What follows belongs to an exercise in optimizing a design on an open flow for a short achievable clock period and few clock cycles; a production flow would make more cautious choices. The RTL was checked by simulation tests, not by an equivalence proof against the original design. Power and IR drop assume default switching activity.

<file path="design/flow/config.mk">
export PLATFORM = sky130hd
export DESIGN_NAME = rv_core
export DESIGN_NICKNAME = rv_core
export VERILOG_FILES = /design/flow/design.v
export SDC_FILE = /design/flow/constraint.sdc
export NUM_CORES = 4
export LEC_CHECK = 0
export CAP_MARGIN = 20
export CORE_MARGIN = 2
export CORE_UTILIZATION = 40
export SLEW_MARGIN = 20
</file>
<file path="design/flow/constraint.sdc">
create_clock -name core_clock -period 10.5 [get_ports {clk}]
set_input_delay 2.1000 -clock core_clock [delete_from_list [all_inputs] [get_ports {clk}]]
set_output_delay 2.1000 -clock core_clock [all_outputs]
set_load 0.01 [all_outputs]
</file>
<file path="design/flow/run.sh">
#!/bin/bash
# synth_recipe.tcl (not shown) runs the flow's synth.tcl, then flattens the netlist and writes it again
# the make line also repeats each setting of config.mk as NAME=value (left out here)
make -C /OpenROAD-flow-scripts/flow DESIGN_CONFIG=/design/flow/config.mk WORK_HOME=/design/flow/orfs CLKGATE_MAP_FILE= SYNTH_SCRIPT=/design/flow/synth_recipe.tcl finish
</file>
<file path="design/flow/design.v">
package rv_pkg;
  localparam int XLEN = 32;
  typedef logic [XLEN-1:0] word_t;   
  typedef logic [4:0]      reg_idx_t;
  localparam word_t RESET_PC     = 32'h0000_0000;
  localparam word_t NOP_INSTR    = 32'h0000_0013;   
  localparam word_t EBREAK_INSTR = 32'h0010_0073;
  localparam logic [6:0] OPC_LOAD   = 7'b000_0011;
  localparam logic [6:0] OPC_STORE  = 7'b010_0011;
  localparam logic [6:0] OPC_OP_IMM = 7'b001_0011;
  localparam logic [6:0] OPC_OP     = 7'b011_0011;
  localparam logic [6:0] OPC_LUI    = 7'b011_0111;
  localparam logic [6:0] OPC_AUIPC  = 7'b001_0111;
  localparam logic [6:0] OPC_BRANCH = 7'b110_0011;
  localparam logic [6:0] OPC_JAL    = 7'b110_1111;
  localparam logic [6:0] OPC_JALR   = 7'b110_0111;
  localparam logic [6:0] OPC_SYSTEM = 7'b111_0011;
  localparam logic [1:0] FWD_REG = 2'd0;   
  localparam logic [1:0] FWD_MEM = 2'd1;   
  localparam logic [1:0] FWD_WB  = 2'd2;   
  typedef enum logic [3:0] {
    ALU_ADD, ALU_SUB, ALU_SLL, ALU_SLT, ALU_SLTU,
    ALU_XOR, ALU_SRL, ALU_SRA, ALU_OR, ALU_AND
  } alu_op_e;
  typedef enum logic [1:0] {
    RES_ALU,     
    RES_PC4,     
    RES_PCIMM,   
    RES_IMM      
  } result_sel_e;
  typedef struct packed {
    logic        valid;
    logic        reg_write;
    logic        mem_read;
    logic        mem_write;
    logic        is_branch;
    logic        is_jal;
    logic        is_jalr;
    logic        is_ebreak;
    logic        illegal;
    logic        use_imm;    
    logic        rs1_read;
    logic        rs2_read;
    alu_op_e     alu_op;
    result_sel_e result_sel;
    logic [2:0]  funct3;     
  } dec_ctrl_t;
  typedef struct packed {
    logic     valid;
    logic     reg_write;
    logic     mem_read;
    logic     mem_write;
    reg_idx_t rd;
    word_t    result;       
    word_t    store_data;
  } ex_mem_t;
  typedef struct packed {
    logic     valid;
    logic     reg_write;
    logic     mem_read;     
    reg_idx_t rd;
    word_t    result;
  } mem_wb_t;
endpackage
`timescale 1ns/1ps
module reg_file (
  input  logic             clk,
  input  rv_pkg::reg_idx_t rs1_idx,
  input  rv_pkg::reg_idx_t rs2_idx,
  input  rv_pkg::reg_idx_t rd_idx,
  input  logic             rd_we,
  input  rv_pkg::word_t    rd_data,
  output rv_pkg::word_t    rs1_data,
  output rv_pkg::word_t    rs2_data
);
  rv_pkg::word_t regs [1:31];   
  always_ff @(posedge clk) begin
    if (rd_we && rd_idx != '0)
      regs[rd_idx] <= rd_data;
  end
  assign rs1_data = (rs1_idx == '0)                  ? '0 :
                    (rd_we && rd_idx == rs1_idx)     ? rd_data :
                                                       regs[rs1_idx];
  assign rs2_data = (rs2_idx == '0)                  ? '0 :
                    (rd_we && rd_idx == rs2_idx)     ? rd_data :
                                                       regs[rs2_idx];
endmodule
`timescale 1ns/1ps
module inst_decoder (
  input  rv_pkg::word_t     instr,
  input  logic              instr_valid,
  output rv_pkg::dec_ctrl_t ctrl,
  output rv_pkg::word_t     imm,
  output rv_pkg::reg_idx_t  rs1_idx,
  output rv_pkg::reg_idx_t  rs2_idx,
  output rv_pkg::reg_idx_t  rd_idx
);
  logic [6:0] opcode;
  logic [2:0] funct3;
  logic [6:0] funct7;
  logic       alt;   
  assign opcode  = instr[6:0];
  assign funct3  = instr[14:12];
  assign funct7  = instr[31:25];
  assign rd_idx  = instr[11:7];
  assign rs1_idx = instr[19:15];
  assign rs2_idx = instr[24:20];
  assign alt     = (funct7 == 7'b010_0000);
  function automatic rv_pkg::alu_op_e arith_op(input logic [2:0] f3, input logic sub_sra);
    case (f3)
      3'b000:  arith_op = sub_sra ? rv_pkg::ALU_SUB : rv_pkg::ALU_ADD;
      3'b001:  arith_op = rv_pkg::ALU_SLL;
      3'b010:  arith_op = rv_pkg::ALU_SLT;
      3'b011:  arith_op = rv_pkg::ALU_SLTU;
      3'b100:  arith_op = rv_pkg::ALU_XOR;
      3'b101:  arith_op = sub_sra ? rv_pkg::ALU_SRA : rv_pkg::ALU_SRL;
      3'b110:  arith_op = rv_pkg::ALU_OR;
      default: arith_op = rv_pkg::ALU_AND;
    endcase
  endfunction
  always_comb begin
    case (opcode)
      rv_pkg::OPC_STORE:  imm = {{21{instr[31]}}, instr[30:25], instr[11:7]};
      rv_pkg::OPC_BRANCH: imm = {{20{instr[31]}}, instr[7], instr[30:25], instr[11:8], 1'b0};
      rv_pkg::OPC_LUI,
      rv_pkg::OPC_AUIPC:  imm = {instr[31:12], 12'b0};
      rv_pkg::OPC_JAL:    imm = {{12{instr[31]}}, instr[19:12], instr[20], instr[30:21], 1'b0};
      default:            imm = {{21{instr[31]}}, instr[30:20]};   
    endcase
  end
  always_comb begin
    ctrl        = '0;
    ctrl.funct3 = funct3;
    case (opcode)
      rv_pkg::OPC_OP_IMM: begin
        ctrl.reg_write = 1'b1;
        ctrl.rs1_read  = 1'b1;
        ctrl.use_imm   = 1'b1;
        ctrl.alu_op    = arith_op(funct3, funct3 == 3'b101 && alt);   
        if (funct3 == 3'b001)
          ctrl.illegal = (funct7 != 7'b0);
        else if (funct3 == 3'b101)
          ctrl.illegal = (funct7 != 7'b0) && !alt;
      end
      rv_pkg::OPC_OP: begin
        ctrl.reg_write = 1'b1;
        ctrl.rs1_read  = 1'b1;
        ctrl.rs2_read  = 1'b1;
        ctrl.alu_op    = arith_op(funct3, alt);
        ctrl.illegal   = (funct7 != 7'b0) && !(alt && (funct3 == 3'b000 || funct3 == 3'b101));
      end
      rv_pkg::OPC_LUI: begin
        ctrl.reg_write  = 1'b1;
        ctrl.result_sel = rv_pkg::RES_IMM;
      end
      rv_pkg::OPC_AUIPC: begin
        ctrl.reg_write  = 1'b1;
        ctrl.result_sel = rv_pkg::RES_PCIMM;
      end
      rv_pkg::OPC_JAL: begin
        ctrl.reg_write  = 1'b1;
        ctrl.is_jal     = 1'b1;
        ctrl.result_sel = rv_pkg::RES_PC4;
      end
      rv_pkg::OPC_JALR: begin
        ctrl.reg_write  = 1'b1;
        ctrl.is_jalr    = 1'b1;
        ctrl.rs1_read   = 1'b1;
        ctrl.use_imm    = 1'b1;   
        ctrl.result_sel = rv_pkg::RES_PC4;
        ctrl.illegal    = (funct3 != 3'b000);
      end
      rv_pkg::OPC_BRANCH: begin
        ctrl.is_branch = 1'b1;
        ctrl.rs1_read  = 1'b1;
        ctrl.rs2_read  = 1'b1;
        ctrl.alu_op    = rv_pkg::ALU_SUB;
        ctrl.illegal   = (funct3[2:1] == 2'b01);   
      end
      rv_pkg::OPC_LOAD: begin
        ctrl.reg_write = 1'b1;
        ctrl.mem_read  = 1'b1;
        ctrl.rs1_read  = 1'b1;
        ctrl.use_imm   = 1'b1;
        ctrl.illegal   = (funct3 != 3'b010);   
      end
      rv_pkg::OPC_STORE: begin
        ctrl.mem_write = 1'b1;
        ctrl.rs1_read  = 1'b1;
        ctrl.rs2_read  = 1'b1;
        ctrl.use_imm   = 1'b1;
        ctrl.illegal   = (funct3 != 3'b010);   
      end
      rv_pkg::OPC_SYSTEM: begin
        ctrl.is_ebreak = (instr == rv_pkg::EBREAK_INSTR);
        ctrl.illegal   = (instr != rv_pkg::EBREAK_INSTR);
      end
      default: ctrl.illegal = 1'b1;
    endcase
    if (ctrl.illegal) begin
      ctrl         = '0;
      ctrl.illegal = 1'b1;
    end
    if (rd_idx == '0)
      ctrl.reg_write = 1'b0;   
    if (!instr_valid)
      ctrl = '0;               
    else
      ctrl.valid = 1'b1;
  end
endmodule
`timescale 1ns/1ps
module alu (
  input  rv_pkg::alu_op_e op,
  input  rv_pkg::word_t   a,
  input  rv_pkg::word_t   b,
  input  logic [2:0]      funct3,
  output rv_pkg::word_t   result,
  output logic            branch_taken
);
  logic [rv_pkg::XLEN:0] diff;   
  logic [4:0]            shamt;
  logic                  eq;
  logic                  lt_s;
  logic                  lt_u;
  assign diff  = {1'b0, a} - {1'b0, b};
  assign shamt = b[4:0];
  assign eq    = (diff[rv_pkg::XLEN-1:0] == '0);
  assign lt_u  = diff[rv_pkg::XLEN];   
  assign lt_s  = (a[rv_pkg::XLEN-1] != b[rv_pkg::XLEN-1]) ? a[rv_pkg::XLEN-1]
                                                          : diff[rv_pkg::XLEN-1];
  always_comb begin
    case (op)
      rv_pkg::ALU_ADD:  result = a + b;
      rv_pkg::ALU_SUB:  result = diff[rv_pkg::XLEN-1:0];
      rv_pkg::ALU_SLL:  result = a << shamt;
      rv_pkg::ALU_SLT:  result = {{(rv_pkg::XLEN-1){1'b0}}, lt_s};
      rv_pkg::ALU_SLTU: result = {{(rv_pkg::XLEN-1){1'b0}}, lt_u};
      rv_pkg::ALU_XOR:  result = a ^ b;
      rv_pkg::ALU_SRL:  result = a >> shamt;
      rv_pkg::ALU_SRA:  result = rv_pkg::word_t'($signed(a) >>> shamt);
      rv_pkg::ALU_OR:   result = a | b;
      rv_pkg::ALU_AND:  result = a & b;
      default:          result = '0;
    endcase
  end
  always_comb begin
    case (funct3)
      3'b000:  branch_taken = eq;
      3'b001:  branch_taken = !eq;
      3'b100:  branch_taken = lt_s;
      3'b101:  branch_taken = !lt_s;
      3'b110:  branch_taken = lt_u;
      3'b111:  branch_taken = !lt_u;
      default: branch_taken = 1'b0;
    endcase
  end
endmodule
`timescale 1ns/1ps
module hazard_unit (
  input  rv_pkg::reg_idx_t rs1_idx,
  input  rv_pkg::reg_idx_t rs2_idx,
  input  logic             rs1_read,
  input  logic             rs2_read,
  input  rv_pkg::reg_idx_t ex_rd,
  input  rv_pkg::reg_idx_t mem_rd,
  input  logic             ex_reg_write,
  input  logic             ex_mem_read,
  input  logic             mem_reg_write,
  input  logic             redirect,
  output logic [1:0]       fwd_rs1,
  output logic [1:0]       fwd_rs2,
  output logic             load_stall,
  output logic             flush
);
  logic rs1_ex;
  logic rs2_ex;
  logic rs1_mem;
  logic rs2_mem;
  assign rs1_ex  = rs1_read && ex_reg_write && (rs1_idx == ex_rd);
  assign rs2_ex  = rs2_read && ex_reg_write && (rs2_idx == ex_rd);
  assign rs1_mem = rs1_read && mem_reg_write && (rs1_idx == mem_rd);
  assign rs2_mem = rs2_read && mem_reg_write && (rs2_idx == mem_rd);
  assign fwd_rs1 = rs1_ex ? rv_pkg::FWD_MEM : (rs1_mem ? rv_pkg::FWD_WB : rv_pkg::FWD_REG);
  assign fwd_rs2 = rs2_ex ? rv_pkg::FWD_MEM : (rs2_mem ? rv_pkg::FWD_WB : rv_pkg::FWD_REG);
  assign load_stall = ex_mem_read && (rs1_ex || rs2_ex);   
  assign flush      = redirect || load_stall;              
endmodule
`timescale 1ns/1ps
module rv_core (
  input  logic          clk,
  input  logic          rst,
  output rv_pkg::word_t instr_addr,
  input  rv_pkg::word_t instr_data,
  output rv_pkg::word_t mem_addr,
  output rv_pkg::word_t mem_wdata,
  output logic          mem_read,
  output logic          mem_write,
  input  rv_pkg::word_t mem_rdata,
  output logic          halted,
  output logic          error
);
  rv_pkg::word_t     pc, fd_pc, d_instr, d_imm, d_rs1_data, d_rs2_data;
  logic              fd_valid;
  rv_pkg::dec_ctrl_t d_ctrl, de_ctrl;
  rv_pkg::reg_idx_t  d_rs1, d_rs2, d_rd, de_rd;
  logic [1:0]        d_fwd_rs1, d_fwd_rs2, de_fwd_rs1, de_fwd_rs2;
  logic              load_stall, flush, redirect, halt_now, hold, e_taken;
  rv_pkg::word_t     de_pc, de_imm, de_rs1_data, de_rs2_data;
  rv_pkg::word_t     e_rs1, e_rs2, e_alu_b, e_alu_res, e_pc_imm, e_result, e_target;
  rv_pkg::ex_mem_t   ex_mem;
  rv_pkg::mem_wb_t   mem_wb;
  rv_pkg::word_t     wb_data;
  function automatic rv_pkg::word_t fwd_pick(input logic [1:0] sel, input rv_pkg::word_t rf_val,
                                             input rv_pkg::word_t mem_val,
                                             input rv_pkg::word_t wb_val);
    case (sel)
      rv_pkg::FWD_MEM: fwd_pick = mem_val;
      rv_pkg::FWD_WB:  fwd_pick = wb_val;
      default:         fwd_pick = rf_val;
    endcase
  endfunction
  assign halt_now = de_ctrl.valid && (de_ctrl.is_ebreak || de_ctrl.illegal);
  assign hold     = load_stall || halt_now;   
  assign instr_addr = hold ? fd_pc : pc;
  always_ff @(posedge clk) begin
    if (redirect) begin
      pc       <= e_target;
      fd_valid <= 1'b0;   
    end else if (!hold) begin
      pc       <= pc + 32'd4;
      fd_valid <= 1'b1;
    end
    if (!hold)
      fd_pc <= pc;
    if (rst) begin
      pc       <= rv_pkg::RESET_PC;
      fd_valid <= 1'b0;
    end
  end
  assign d_instr = fd_valid ? instr_data : rv_pkg::NOP_INSTR;
  inst_decoder i_decoder (
    .instr(d_instr), .instr_valid(fd_valid), .ctrl(d_ctrl), .imm(d_imm),
    .rs1_idx(d_rs1), .rs2_idx(d_rs2), .rd_idx(d_rd)
  );
  reg_file i_regs (
    .clk(clk), .rs1_idx(d_rs1), .rs2_idx(d_rs2), .rd_idx(mem_wb.rd),
    .rd_we(mem_wb.valid && mem_wb.reg_write), .rd_data(wb_data),
    .rs1_data(d_rs1_data), .rs2_data(d_rs2_data)
  );
  hazard_unit i_hazard (
    .rs1_idx(d_rs1), .rs2_idx(d_rs2), .rs1_read(d_ctrl.rs1_read), .rs2_read(d_ctrl.rs2_read),
    .ex_rd(de_rd), .mem_rd(ex_mem.rd), .ex_reg_write(de_ctrl.reg_write),
    .ex_mem_read(de_ctrl.mem_read), .mem_reg_write(ex_mem.reg_write), .redirect(redirect),
    .fwd_rs1(d_fwd_rs1), .fwd_rs2(d_fwd_rs2), .load_stall(load_stall), .flush(flush)
  );
  always_ff @(posedge clk) begin
    if (!halt_now) begin
      if (flush)
        de_ctrl <= '0;
      else
        de_ctrl <= d_ctrl;
      de_pc       <= fd_pc;
      de_imm      <= d_imm;
      de_rd       <= d_rd;
      de_rs1_data <= d_rs1_data;
      de_rs2_data <= d_rs2_data;
      de_fwd_rs1  <= d_fwd_rs1;
      de_fwd_rs2  <= d_fwd_rs2;
    end
    if (rst)
      de_ctrl <= '0;
  end
  assign e_rs1   = fwd_pick(de_fwd_rs1, de_rs1_data, ex_mem.result, wb_data);
  assign e_rs2   = fwd_pick(de_fwd_rs2, de_rs2_data, ex_mem.result, wb_data);
  assign e_alu_b = de_ctrl.use_imm ? de_imm : e_rs2;
  alu i_alu (
    .op(de_ctrl.alu_op), .a(e_rs1), .b(e_alu_b), .funct3(de_ctrl.funct3),
    .result(e_alu_res), .branch_taken(e_taken)
  );
  assign e_pc_imm = de_pc + de_imm;   
  assign e_target = de_ctrl.is_jalr ? {e_alu_res[rv_pkg::XLEN-1:1], 1'b0} : e_pc_imm;
  assign redirect = de_ctrl.valid &&
                    (de_ctrl.is_jal || de_ctrl.is_jalr || (de_ctrl.is_branch && e_taken));
  always_comb begin
    case (de_ctrl.result_sel)
      rv_pkg::RES_PC4:   e_result = de_pc + 32'd4;
      rv_pkg::RES_PCIMM: e_result = e_pc_imm;
      rv_pkg::RES_IMM:   e_result = de_imm;
      default:           e_result = e_alu_res;
    endcase
  end
  always_ff @(posedge clk) begin
    ex_mem.valid      <= de_ctrl.valid && !halt_now;   
    ex_mem.reg_write  <= de_ctrl.reg_write;
    ex_mem.mem_read   <= de_ctrl.mem_read;
    ex_mem.mem_write  <= de_ctrl.mem_write;
    ex_mem.rd         <= de_rd;
    ex_mem.result     <= e_result;
    ex_mem.store_data <= e_rs2;
    if (rst) begin
      ex_mem.valid     <= 1'b0;
      ex_mem.reg_write <= 1'b0;
      ex_mem.mem_read  <= 1'b0;
      ex_mem.mem_write <= 1'b0;
    end
  end
  assign mem_addr  = {ex_mem.result[rv_pkg::XLEN-1:2], 2'b00};   
  assign mem_wdata = ex_mem.store_data;
  assign mem_read  = ex_mem.valid && ex_mem.mem_read;
  assign mem_write = ex_mem.valid && ex_mem.mem_write;
  always_ff @(posedge clk) begin
    mem_wb.valid     <= ex_mem.valid;
    mem_wb.reg_write <= ex_mem.reg_write;
    mem_wb.mem_read  <= ex_mem.mem_read;
    mem_wb.rd        <= ex_mem.rd;
    mem_wb.result    <= ex_mem.result;
    if (rst) begin
      mem_wb.valid     <= 1'b0;
      mem_wb.reg_write <= 1'b0;
      mem_wb.mem_read  <= 1'b0;
    end
  end
  assign wb_data = mem_wb.mem_read ? mem_rdata : mem_wb.result;
  always_ff @(posedge clk) begin
    if (rst) begin
      halted <= 1'b0;
      error  <= 1'b0;
    end else begin
      if (halt_now && de_ctrl.is_ebreak)
        halted <= 1'b1;
      if (halt_now && de_ctrl.illegal)
        error <= 1'b1;
    end
  end
endmodule
</file>
==> parameters.txt <==
Parameter                              Value

Clock network
  Buffer levels on the longest clock path ... 3
  Clock tree from TritonCTS ... built
  Clock tree root driver cell ... clkbuf_16
  CTS-repair resized insts ... 0
  Clk slew on worst S/H paths ... around 0.070 ns
  Clk sinks ... between 1000 and 1500
  Latest clock arrival within the worst-skew pair ... between 0.8 and 0.9 ns
  Number of hold buffers added after cts ... 0
  Inserted Clock Buffers ... roughly 150
  Post-CTS setup buffer count ... 0
  Level count of the clock H-tree ... 4

Synthesis
  Synth warn ... 4
  Count of flip-flops with a built-in enable after synthesis ... 1129
  Mean cell area of the mapped netlist ... roughly 11 um^2
  Count of cell types in the netlist ... 95
  Sequential area share after synthesis ... 0.511
  Gate count after technology mapping ... 6943
  Number of storage elements in the synthesis netlist ... around 1300
  Combined area of all synthesized cells ... around 74000 um^2
  Dominant register cell in the synthesized netlist ... edfxtp_1
  Synth async-reset ratio ... 0

Placement
  DP HPWL ... approximately 220000 um
  Final RePlAce weighted congestion ... between 1 and 1.5
  Setup Slack @ Placement ... -0.0144 ns
  Port-buffer cells ... 163

Drt
  Routed Wire Length ... roughly 340000 um
  M1 WL ... about 130000 um
  Highest metal layer with signal wires ... met5
  Remaining DRCs ... 0
  Via-per-instance ratio ... 6.80
  Routed wire length on met3 ... roughly 40000 um
  Routed met2 length ... ~150000 um
  Number of violations reported at the end of detailed-routing iteration 0 ... ~11000
  Iteration count of the initial detailed-routing pass ... 8
  DRT antenna net count ... 0
  Vias after detailed routing ... 64900
  Average wire per standard cell ... roughly 36 um

Finish
  Final core area utilization ... 0.454
  Commonest cells after routing, fill and taps aside ... 1129 x edfxtp_1, 676 x nand2_1, 462 x a21oi_1, 438 x o21ai_0, 398 x nor2_1
  Layout cell share with drive strength beyond 1 ... 0.149
  Fill count ... approximately 17000
  Biggest regs ... i_regs.regs x992, ex_mem x73, mem_wb x40
  Most frequent standard cell in the layout excluding fill and tap cells ... edfxtp_1
  Flip-flop count of the largest register after layout ... ~990
  Layout overhead on the synthesized area ... 13.1%
  Register area ... ~38000 um^2
  Total area of multi-input combinational cells ... between 30000 and 40000 um^2
  Register with the most flip-flops ... i_regs.regs
  Net count reported at finish ... about 7100

Floorplan
  Die Ht ... 435 um
  Ports placed on the boundary ... ~170
  Core Footprint ... ~180000 um^2
  Initial Utilization ... 0.401
  Row Count ... 158
  Die Outline Area ... approximately 190000 um^2
  Die span in x ... 435 um

Timing
  Number of slew-limit violations in the final report ... 0
  Worst-margin pin slew ... approximately 1.3 ns
  Final Skew ... slightly below 0.06 ns
  Final Critical Period ... 10.01 ns
  Highest clock rate ... 99.9 MHz
  Final setup violation count ... 0
  Period utilisation layout ... 0.954
  Worst slew margin relative to its limit ... 0.148
  Final hold violation count ... 0
  Unrepaired setup endpoints after global routing ... no
  Final setup slack of the worst path ... a little under 0.5 ns

Worst setup path
  WP data required ... approximately 11 ns
  Critical Path Max Stage Delay ... 0.66 ns
  Maximum fanout count along the critical path ... 15
  Crit end category ... register
  Nature of the critical path startpoint ... primary input
  Slowest cell on the critical path ... clkdlybuf4s50_1
  FF-to-FF Start ... de_fwd_rs1[1]$_SDFFCE_PP0N_
  Worst Path Class, Setup ... in2reg
  Worst path arrival time ... roughly 11 ns
  Launching element of the worst setup path ... mem_rdata[6]

Global route
  Overflow left after global routing ... 0
  Pin count of the biggest net entering global routing ... around 150
  Vias in the first global route ... 60700
  First-pass GRT wire length ... between 400000 and 500000 um
  Number of antenna violations at the first check in global routing ... 25
  Total routing resource utilization after global routing ... 0.350

Pwr
  Leakage component of the power ... a little under 30 nW
  Cell Pwr Density ... a little under 200 nW/um^2
  Highest ir drop seen on vdd ... approximately 0.00016 V

Min path
  Beginning of the worst hold path ... ex_mem[32]$_DFF_P_
  Class of the tightest hold or removal check ... reg2reg

Status
  Result of the run ... timing/DRC/antenna clean

Job
  Number of max-cap violations ... 0
## worst max-delay path: cells and delay by family
| family | cells | cell delay, ns |
|---|---|---|
| buf+inv | 1 | 0.66 |
| compound gates | 16 | 3.92 |
| fa+ha+maj | 2 | 0.94 |
| simple gates | 12 | 2.87 |
| mux | 1 | 0.26 |
## where the power goes
| part | switching, mW | internal, mW | total [mW] | leakage (nW) |
|---|---|---|---|---|
| sequential | 0.334 | 6.45 | 6.79 | 12.1 |
| clock | 2.31 | 3.00 | 5.30 | 2.37 |
| combinational | 3.13 | 1.26 | 4.39 | 14.8 |
| total | 5.77 | 10.7 | 16.5 | 29.3 |
## final cells by class
| cell class | instances | share of cell area |
|---|---|---|
| Antenna cell | 17 | 0.000507 |
| Clock buffer | 185 | 0.0465 |
| Clock inverter | 91 | 0.0117 |
| Inverter | 202 | 0.00903 |
| Multi-Input combinational cell | 4790 | 0.398 |
| Sequential cell | 1328 | 0.451 |
| Tap cell | 2480 | 0.0370 |
| Timing Repair Buffer | 445 | 0.0457 |
## cell families (layout without fill, tap and decap cells)
family	count (synthesis)	after routing	share of synthesized area
multiplexers	686	686	0.107
buffers and inverters	826	923	0.0457
adder cells (fa/ha/maj)	139	139	0.0238
XOR/XNOR	133	133	0.0157
flip-flops	1328	1328	0.511
AND/OR/NAND/NOR	1662	1662	0.100
AO/OA/AOI/OAI	2168	2168	0.197
other	1	19	0.0000505
## per-layer routing
metal / vias up / global-route usage
met3: 1160 / 0.0803
met4: 22 / 0.241
li1: 26600 / -
met5: - / 0
met2: 4989 / 0.523
met1: 32100 / 0.451
## cells in the mapped netlist, types with 17 or more instances
cell type | number | area share
edfxtp_1 | 1129 | 0.46
nand2_1 | 689 | 0.035
a21oi_1 | 462 | 0.031
o21ai_0 | 441 | 0.030
clkbuf_1 | 440 | 0.022
nor2_1 | 435 | 0.022
mux2_2 | 370 | 0.056
mux2i_1 | 270 | 0.036
a221oi_1 | 221 | 0.026
dfxtp_1 | 199 | 0.054
inv_1 | 194 | 0.0098
a22oi_1 | 139 | 0.014
a211oi_1 | 135 | 0.014
ha_1 | 135 | 0.023
o22ai_1 | 122 | 0.010
nand3_1 | 117 | 0.0079
nor3_1 | 115 | 0.0078
a22o_1 | 110 | 0.013
buf_1 | 96 | 0.0049
xnor2_1 | 87 | 0.010
a311oi_1 | 73 | 0.0086
buf_4 | 68 | 0.0069
nor2b_1 | 63 | 0.0053
a31oi_1 | 62 | 0.0052
o211ai_1 | 50 | 0.0051
mux4_2 | 46 | 0.014
xor2_1 | 46 | 0.0054
and3_1 | 45 | 0.0038
a21o_1 | 38 | 0.0038
o221ai_1 | 31 | 0.0037
a2111oi_0 | 29 | 0.0034
a221o_1 | 25 | 0.0034
nand2b_1 | 25 | 0.0021
nand4_1 | 25 | 0.0021
nor4_1 | 25 | 0.0021
o311ai_0 | 25 | 0.0030
o31ai_1 | 25 | 0.0025
and2_1 | 24 | 0.0020
o21bai_1 | 20 | 0.0020
or3_1 | 20 | 0.0017
o21ai_1 | 19 | 0.0013
o32ai_1 | 19 | 0.0022
buf_2 | 18 | 0.0012
a211o_1 | 17 | 0.0020
o2111ai_1 | 17 | 0.0020
## per-stage QoR
stage	area (um^2)	setup TNS, ns	instances	power [mW]	hold WS (ns)
3_3_place_gp	79000	0	9243	11.1	0.364
2_1_floorplan	74200	0	6944	9.00	0.346
4_1_cts	83900	0	9520	16.3	0.373
3_5_place_dp	79000	-0.0255	9244	11.1	0.364
5_1_grt	83900	0	9528	16.8	0.380
6_report	83900	0	9538	16.5	0.374
## final timing paths
check / cells past startpoint / endpoint / slack (ns)
worst max-delay path: 32 / de_ctrl[7]$_SDFFE_PP0N_ / 0.49
worst min-delay path: 0 / mem_wb[0]$_DFF_P_ / 0.37
worst max register to register: 30 / de_ctrl[7]$_SDFFE_PP0N_ / 1.18
worst min register to register: 0 / mem_wb[0]$_DFF_P_ / 0.37
Testbench counts, summed over its fixed seeds: cycles 168,050.

[static timing again, ports no longer ideal]
How much do the figures lean on ideal ports? The routed layout below was timed once more, with nothing changed but the port constraints.
Step 1 (the two cells are an assumption about what drives the block):
set clk [get_ports {clk}]
set_driving_cell -lib_cell sky130_fd_sc_hd__clkbuf_16 $clk
set_driving_cell -lib_cell sky130_fd_sc_hd__buf_2 [delete_from_list [all_inputs] $clk]
Step 2 also shifts input and output timing later by t, the mid clock arrival at the registers, as if the neighbouring blocks saw the same clock.
a / b / c = ideal ports / drivers / drivers and shift; a / b = the first two.
t (ns): 0.889
setup WS [ns]: 0.485 / 0.548 / -0.340
worst setup path at the end: input to register
latest minus earliest clock arrival (ns): 0.061 / 0.061
worst data-port slew with drivers (ns): 0.08
With both steps, setup timing fails in this run, where it was met with ideal ports. For this run, drivers alone change the setup slack by +0.063 ns; drivers and shift together by -0.825 ns.
